Background: an optimization exercise with open tools, aiming at small area. Do not read the settings as production practice.
Function was checked by simulation only, so behaviour that the tests miss may differ from the original.
No activity file was given, so power comes from the tool's default toggle rates.

amber:
==> flow/design.v <==
package froggerPkg;
	typedef logic [10-1:0] coord_t;
	typedef enum logic [5:0]
	{
		colWhite      = 6'd0,
		colGreen      = 6'd2,
		colRed        = 6'd3,
		colLightBlue  = 6'd4,
		colYellow     = 6'd5,
		colOrange     = 6'd7,
		colBrown      = 6'd8,
		colPurple     = 6'd9,
		colDarkBlue   = 6'd10,
		colLightGreen = 6'd12,
		colDarkGrey   = 6'd13
	} colorCode_t;
endpackage
`timescale 1ns/1ps
module trafficLane
#(
	parameter [10-1:0] spriteW = 1,
	parameter [0:0] moveLeft = 1'b1,
	parameter [10-1:0] start0  = 0,
	parameter [10-1:0] start1  = 0,
	parameter [10-1:0] start2  = 0,
	parameter [10-1:0] start3  = 0,
	parameter [10-1:0] start4  = 0
)
(
	input  froggerPkg::coord_t phase,
	input  logic [10:0] drawZ,
	input  logic [10:0] frogZ,
	output logic   drawHit,
	output logic   frogHit
);
	localparam int numVeh = 5;
	localparam int period = 640 + 1;
	localparam logic [numVeh*10-1:0] startPos = {start4, start3, start2, start1, start0};
	logic [numVeh-1:0] wrapped;
	always_comb
	begin
		for (int i = 0; i < numVeh; i++)
		begin
			if (moveLeft)
				wrapped[i] = phase > startPos[i*10 +: 10];
			else
				wrapped[i] = phase >= 10'(period) - startPos[i*10 +: 10];
		end
	end
	function automatic logic onVehicle(input logic [10:0] z, input logic [numVeh-1:0] wr);
		logic [10:0] s;
		logic [10:0] sw;
		logic near;
		onVehicle = 1'b0;
		for (int i = 0; i < numVeh; i++)
		begin
			s = {1'b0, startPos[i*10 +: 10]};
			sw = s + period;
			near = moveLeft ? !wr[i] : wr[i];
			onVehicle = onVehicle |
				(near && (z >= s) && (z < s + spriteW)) |
				(!near && (z >= sw) && (z < sw + spriteW));
		end
	endfunction
	assign drawHit = onVehicle(drawZ, wrapped);
	assign frogHit = onVehicle(frogZ, wrapped);
endmodule
`timescale 1ns/1ps
module timeBar
(
	input  logic   clk_4Hz,
	input  logic   arstN,
	input  froggerPkg::coord_t drawX,
	input  froggerPkg::coord_t drawY,
	output logic   barHit
);
	localparam int divW   = $clog2(4);
	localparam int widthW = $clog2(160 + 1);
	localparam int endMax = 430 + 160 - 512;
	localparam int endMin = 430 - 512;
	logic [divW-1:0]     divCnt;
	logic signed [widthW-1:0] barEnd;
	always_ff @(posedge clk_4Hz or negedge arstN)
	begin
		if (!arstN)
		begin
			divCnt <= '0;
			barEnd <= widthW'(endMax);
		end
		else
		begin
			divCnt <= divCnt + 1'b1;
			if (divCnt == divW'(4 - 1))
				barEnd <= (barEnd == widthW'(endMin)) ? widthW'(endMax) : barEnd - 1'b1;
		end
	end
	logic signed [10-1:0] xRel;
	assign xRel = {~drawX[10-1], drawX[10-2:0]};
	assign barHit = (drawX >= 430) && (xRel < barEnd) &&
		(drawY >= 400) && (drawY < 400 + 15);
endmodule
`timescale 1ns/1ps
module hudOverlay
(
	input  froggerPkg::coord_t     drawX,
	input  froggerPkg::coord_t     drawY,
	input  logic [2:0] lives,
	output logic       heartHit,
	output logic       lineHit,
	output logic       waterHit
);
	localparam int numHearts = 3;
	logic [numHearts-1:0] heartVec;
	for (genvar k = 0; k < numHearts; k++)
	begin : genHeart
		localparam froggerPkg::coord_t heartX = 10'(100 + k * 20);
		assign heartVec[k] = (lives > k) && (lives <= 3'd3) &&
			(drawX >= heartX) && (drawX < heartX + 14) &&
			(drawY >= 400) && (drawY < 400 + 12);
	end
	assign heartHit = |heartVec;
	assign lineHit = ((drawY >= 240) && (drawY <= 260)) ||
		((drawY >= 360) && (drawY <= 380));
	assign waterHit = drawY < 240;
endmodule
`timescale 1ns/1ps
module sceneMixer
(
	input  froggerPkg::coord_t     frogX,
	input  froggerPkg::coord_t     frogY,
	input  froggerPkg::coord_t     drawX,
	input  froggerPkg::coord_t     drawY,
	input  logic [4:0] laneDrawHit,
	input  logic       barHit,
	input  logic       heartHit,
	input  logic       lineHit,
	input  logic       waterHit,
	output froggerPkg::colorCode_t colorCode
);
	function automatic logic [10:0] subRipple(input froggerPkg::coord_t a, input froggerPkg::coord_t b);
		logic c;
		c = 1'b1;
		for (int i = 0; i < 10; i++)
		begin
			subRipple[i] = a[i] ^ ~b[i] ^ c;
			c = (a[i] & ~b[i]) | (c & (a[i] ^ ~b[i]));
		end
		subRipple[10] = ~c;
	endfunction
	logic [10:0] dx;
	logic [10:0] dy;
	logic frogBox;
	assign dx = subRipple(drawX, frogX);
	assign dy = subRipple(drawY, frogY);
	assign frogBox = (dx < 17) && (dy < 16);
	always_comb
	begin
		colorCode = froggerPkg::colDarkGrey;
		if (frogBox)
			colorCode = froggerPkg::colLightGreen;
		else if (laneDrawHit[0])
			colorCode = froggerPkg::colRed;
		else if (laneDrawHit[1])
			colorCode = froggerPkg::colYellow;
		else if (laneDrawHit[2])
			colorCode = froggerPkg::colOrange;
		else if (laneDrawHit[3])
			colorCode = froggerPkg::colDarkBlue;
		else if (laneDrawHit[4])
			colorCode = froggerPkg::colBrown;
		else if (lineHit)
			colorCode = froggerPkg::colPurple;
		else if (barHit)
			colorCode = froggerPkg::colGreen;
		else if (heartHit)
			colorCode = froggerPkg::colRed;
		else if (waterHit)
			colorCode = froggerPkg::colLightBlue;
	end
endmodule
`timescale 1ns/1ps
module frogScene
(
	input  logic       clk_4Hz,
	input  logic       arstN,
	input  froggerPkg::coord_t     frogX,
	input  froggerPkg::coord_t     frogY,
	input  froggerPkg::coord_t     drawX,
	input  froggerPkg::coord_t     drawY,
	input  logic [2:0] lives,
	output froggerPkg::colorCode_t colorCode,
	output logic       collision
);
	logic [4:0] laneDrawHit;
	logic [4:0] laneFrogHit;
	logic [4:0] laneDrawX;
	logic [4:0] laneFrogX;
	logic [4:0] drawRow;
	logic [4:0] frogRow;
	logic barHit;
	logic heartHit;
	logic lineHit;
	logic waterHit;
	froggerPkg::coord_t phase;
	always_ff @(posedge clk_4Hz or negedge arstN)
	begin
		if (!arstN)
		begin
			phase     <= '0;
			collision <= 1'b0;
		end
		else
		begin
			phase     <= (phase == 10'(640)) ? '0 : phase + 1'b1;
			collision <= |laneFrogHit;
		end
	end
	function automatic logic [4:0] rowOf(input froggerPkg::coord_t py);
		rowOf[0] = (py >= 342) && (py < 342 + 16);
		rowOf[1] = (py >= 323) && (py < 323 + 14);
		rowOf[2] = (py >= 302) && (py < 302 + 16);
		rowOf[3] = (py >= 284) && (py < 284 + 12);
		rowOf[4] = (py >= 263) && (py < 263 + 14);
	endfunction
	function automatic logic rightRow(input froggerPkg::coord_t py);
		logic [4:0] r;
		r = py[6:2];
		rightRow = ((r >= 5'd6) && (r <= 5'd10)) || ((r >= 5'd16) && (r <= 5'd20));
	endfunction
	assign drawRow = rowOf(drawY);
	assign frogRow = rowOf(frogY);
	froggerPkg::coord_t phaseR;
	logic [10:0] drawZ;
	logic [10:0] frogZ;
	assign phaseR = 10'(640 + 1) - phase;
	assign drawZ = drawX + (rightRow(drawY) ? phaseR : phase);
	assign frogZ = frogX + (rightRow(frogY) ? phaseR : phase);
	trafficLane #(
		.spriteW(25), .moveLeft(1'b1),
		.start0(440), .start1(400), .start2(280),
		.start3(200), .start4(100)
	) i_fireLane (.phase, .drawZ, .frogZ, .drawHit(laneDrawX[0]), .frogHit(laneFrogX[0]));
	trafficLane #(
		.spriteW(19), .moveLeft(1'b0),
		.start0(440), .start1(400), .start2(300),
		.start3(180), .start4(60)
	) i_busLane (.phase, .drawZ, .frogZ, .drawHit(laneDrawX[1]), .frogHit(laneFrogX[1]));
	trafficLane #(
		.spriteW(23), .moveLeft(1'b1),
		.start0(440), .start1(400), .start2(300),
		.start3(250), .start4(120)
	) i_motoLane (.phase, .drawZ, .frogZ, .drawHit(laneDrawX[2]), .frogHit(laneFrogX[2]));
	trafficLane #(
		.spriteW(28), .moveLeft(1'b0),
		.start0(440), .start1(60), .start2(380),
		.start3(600), .start4(560)
	) i_policeLane (.phase, .drawZ, .frogZ, .drawHit(laneDrawX[3]), .frogHit(laneFrogX[3]));
	trafficLane #(
		.spriteW(25), .moveLeft(1'b1),
		.start0(440), .start1(380), .start2(300),
		.start3(150), .start4(90)
	) i_truckLane (.phase, .drawZ, .frogZ, .drawHit(laneDrawX[4]), .frogHit(laneFrogX[4]));
	assign laneDrawHit = laneDrawX & drawRow;
	assign laneFrogHit = laneFrogX & frogRow;
	timeBar i_timeBar (.clk_4Hz, .arstN, .drawX, .drawY, .barHit);
	hudOverlay i_hudOverlay (.drawX, .drawY, .lives, .heartHit, .lineHit, .waterHit);
	sceneMixer i_sceneMixer (
		.frogX, .frogY, .drawX, .drawY, .laneDrawHit,
		.barHit, .heartHit, .lineHit, .waterHit,
		.colorCode
	);
endmodule
==> flow/config.mk <==
export PLATFORM = sky130hd
export DESIGN_NAME = frogScene
export DESIGN_NICKNAME = frogScene
export VERILOG_FILES = /design/flow/design.v
export SDC_FILE = /design/flow/constraint.sdc
export NUM_CORES = 4
export LEC_CHECK = 0
export CAP_MARGIN = 20
export CORE_MARGIN = 2
export CORE_UTILIZATION = 60
export GPL_TIMING_DRIVEN = 0
export PLACE_DENSITY = 0.7
export SETUP_SLACK_MARGIN = 0.3
export SLEW_MARGIN = 20
==> flow/constraint.sdc <==
create_clock -name core_clock -period 10.0 [get_ports {clk_4Hz}]
set_input_delay 2.0000 -clock core_clock [delete_from_list [all_inputs] [get_ports {clk_4Hz}]]
set_output_delay 2.0000 -clock core_clock [all_outputs]
set_load 0.01 [all_outputs]
standard.sh (not shown) runs the stock make flow with config.mk's settings and CLKGATE_MAP_FILE= SYNTH_SCRIPT=/design/flow/synth_recipe.tcl, a recipe that flattens the netlist after the stock synthesis.
==> flow/flow/run.sh <==
#!/bin/bash
set -euo pipefail
HERE=$(pwd)

# synthesis script: the standard flow's own, with the abc command pointed at our script
{
	head -n 1 synth_recipe.tcl
	cat flow/abc_override.tcl
	tail -n +2 synth_recipe.tcl
} > my_synth.tcl
export MY_ABC_SCRIPT=$HERE/flow/area.abc
export MY_ABC_SEEDS="1 2 3 4"
export MY_ABC_DIR=$HERE

bash standard.sh SYNTH_SCRIPT=$HERE/my_synth.tcl ADDER_MAP_FILE= "BUFFER_PORTS_ARGS=-buffer_cell sky130_fd_sc_hd__buf_1" finish > flow.log 2>&1
==> flow/flow/abc_override.tcl <==
proc abc {args} {
	set i [lsearch -exact $args -script]
	if { $i < 0 } {
		yosys abc {*}$args
		return
	}
	set lib [lindex $args [expr { [lsearch -exact $args -liberty] + 1 }]]
	set fin [open $::env(MY_ABC_SCRIPT) r]
	set template [read $fin]
	close $fin
	yosys design -save pre_abc
	set bestArea 0
	set bestSeed ""
	foreach seed $::env(MY_ABC_SEEDS) {
		yosys design -load pre_abc
		set script $::env(MY_ABC_DIR)/area_s$seed.abc
		set fout [open $script w]
		puts $fout [string map [list @SEED@ $seed] $template]
		close $fout
		lset args [expr { $i + 1 }] $script
		yosys abc {*}$args
		yosys opt_clean
		set report [yosys tee -q -s result.string stat -liberty $lib]
		if { ![regexp {Chip area for module [^:]*: ([0-9.]+)} $report -> area] } {
			error "no area for seed $seed"
		}
		puts "abc seed $seed: area $area"
		if { $bestSeed eq "" || $area < $bestArea } {
			set bestArea $area
			set bestSeed $seed
			yosys design -save best_abc
		}
	}
	puts "abc: keeping seed $bestSeed, area $bestArea"
	yosys design -load best_abc
}
==> flow/flow/area.abc <==
strash
ifraig
&get -n
&deepsyn -T 30 -S @SEED@
&put
dch -f
amap
topo
stime
Here is what was changed in the inputs of nickel compared with amber.
--- a/flow/design.v
+++ b/flow/design.v
@@ -26,13 +26,14 @@
 	parameter [10-1:0] start3  = 0,
 	parameter [10-1:0] start4  = 0
 )
 (
 	input  froggerPkg::coord_t phase,
 	input  logic [10:0] drawZ,
-	input  logic [10:0] frogZ,
+	input  froggerPkg::coord_t frogV,
+	input  logic   frogWrap,
 	output logic   drawHit,
 	output logic   frogHit
 );
 	localparam int numVeh = 5;
 	localparam int period = 640 + 1;
 	localparam logic [numVeh*10-1:0] startPos = {start4, start3, start2, start1, start0};
@@ -60,13 +61,25 @@
 			onVehicle = onVehicle |
 				(near && (z >= s) && (z < s + spriteW)) |
 				(!near && (z >= sw) && (z < sw + spriteW));
 		end
 	endfunction
 	assign drawHit = onVehicle(drawZ, wrapped);
-	assign frogHit = onVehicle(frogZ, wrapped);
+	function automatic logic onVehicleMod(input froggerPkg::coord_t v, input logic wrap,
+		input logic [numVeh-1:0] wr);
+		logic [10-1:0] s;
+		logic near;
+		onVehicleMod = 1'b0;
+		for (int i = 0; i < numVeh; i++)
+		begin
+			s = startPos[i*10 +: 10];
+			near = moveLeft ? !wr[i] : wr[i];
+			onVehicleMod = onVehicleMod | ((v >= s) && (v < s + spriteW) && (wrap != near));
+		end
+	endfunction
+	assign frogHit = onVehicleMod(frogV, frogWrap, wrapped);
 endmodule
 `timescale 1ns/1ps
 module timeBar
 (
 	input  logic   clk_4Hz,
 	input  logic   arstN,
@@ -232,37 +245,41 @@
 	froggerPkg::coord_t phaseR;
 	logic [10:0] drawZ;
 	logic [10:0] frogZ;
 	assign phaseR = 10'(640 + 1) - phase;
 	assign drawZ = drawX + (rightRow(drawY) ? phaseR : phase);
 	assign frogZ = frogX + (rightRow(frogY) ? phaseR : phase);
+	froggerPkg::coord_t frogV;
+	logic frogWrap;
+	assign frogWrap = frogZ >= 640 + 1;
+	assign frogV = frogWrap ? 10'(frogZ - (640 + 1)) : frogZ[10-1:0];
 	trafficLane #(
 		.spriteW(25), .moveLeft(1'b1),
 		.start0(440), .start1(400), .start2(280),
 		.start3(200), .start4(100)
-	) i_fireLane (.phase, .drawZ, .frogZ, .drawHit(laneDrawX[0]), .frogHit(laneFrogX[0]));
+	) i_fireLane (.phase, .drawZ, .frogV, .frogWrap, .drawHit(laneDrawX[0]), .frogHit(laneFrogX[0]));
 	trafficLane #(
 		.spriteW(19), .moveLeft(1'b0),
 		.start0(440), .start1(400), .start2(300),
 		.start3(180), .start4(60)
-	) i_busLane (.phase, .drawZ, .frogZ, .drawHit(laneDrawX[1]), .frogHit(laneFrogX[1]));
+	) i_busLane (.phase, .drawZ, .frogV, .frogWrap, .drawHit(laneDrawX[1]), .frogHit(laneFrogX[1]));
 	trafficLane #(
 		.spriteW(23), .moveLeft(1'b1),
 		.start0(440), .start1(400), .start2(300),
 		.start3(250), .start4(120)
-	) i_motoLane (.phase, .drawZ, .frogZ, .drawHit(laneDrawX[2]), .frogHit(laneFrogX[2]));
+	) i_motoLane (.phase, .drawZ, .frogV, .frogWrap, .drawHit(laneDrawX[2]), .frogHit(laneFrogX[2]));
 	trafficLane #(
 		.spriteW(28), .moveLeft(1'b0),
 		.start0(440), .start1(60), .start2(380),
 		.start3(600), .start4(560)
-	) i_policeLane (.phase, .drawZ, .frogZ, .drawHit(laneDrawX[3]), .frogHit(laneFrogX[3]));
+	) i_policeLane (.phase, .drawZ, .frogV, .frogWrap, .drawHit(laneDrawX[3]), .frogHit(laneFrogX[3]));
 	trafficLane #(
 		.spriteW(25), .moveLeft(1'b1),
 		.start0(440), .start1(380), .start2(300),
 		.start3(150), .start4(90)
-	) i_truckLane (.phase, .drawZ, .frogZ, .drawHit(laneDrawX[4]), .frogHit(laneFrogX[4]));
+	) i_truckLane (.phase, .drawZ, .frogV, .frogWrap, .drawHit(laneDrawX[4]), .frogHit(laneFrogX[4]));
 	assign laneDrawHit = laneDrawX & drawRow;
 	assign laneFrogHit = laneFrogX & frogRow;
 	timeBar i_timeBar (.clk_4Hz, .arstN, .drawX, .drawY, .barHit);
 	hudOverlay i_hudOverlay (.drawX, .drawY, .lives, .heartHit, .lineHit, .waterHit);
 	sceneMixer i_sceneMixer (
 		.frogX, .frogY, .drawX, .drawY, .laneDrawHit,
Findings:
amber has a higher y dimension of the die than nickel.
Changes observed in nickel relative to amber: number of combinational gates with multiple inputs -about 1.3%; post-synthesis cell area went down by 170 sq um; clock buffer count held steady.
Of nickel and amber, the lower number of inverters outside the clock class in the layout belongs to nickel.
Compared with amber, nickel shows a higher clock period minus final worst setup slack.
Final cell count ends up higher on amber.
From amber to nickel the numbers moved as follows: routed wire length went down by 3.5%; clock power went up by about 1%; area of the die went down by 3.3%; chip width went down by about 1.7%.
amber → nickel: layout buffer count excluding clock buffers saw an increase; maximum clock frequency fell by about 2.4%.

## separate check: timing with driven ports
No port has a modelled driver above. Below, the same layouts with a new extraction and two added sets of constraints. Step 1 (the two cells are an assumption about what drives the block):
set clk [get_ports {clk_4Hz}]
set_driving_cell -lib_cell sky130_fd_sc_hd__clkbuf_16 $clk
set_driving_cell -lib_cell sky130_fd_sc_hd__buf_2 [delete_from_list [all_inputs] $clk]
Step 2 times the ports against the registers' clock, not the clock port: input delays grow and output delays shrink by t, the midpoint of the rising clock arrivals with the driver on. a / b / c = no drivers / after step 1 / after step 2; a / b = the first two.
run	shift t [ns]	setup slack, ns	hold slack, ns	latest minus earliest clock arrival (ns)	pins driven straight from the clock port
amber	0.282	0.517 / 0.491 / 0.491	0.509 / 0.509 / 0.509	0.007 / 0.007	1
nickel	0.288	0.284 / 0.262 / 0.262	0.479 / 0.479 / 0.479	0.005 / 0.005	1
After both steps setup and hold are still met in every run listed. The setup slack of amber, which loses most, moves by -0.026 ns with the drivers and by -0.026 ns with both steps.
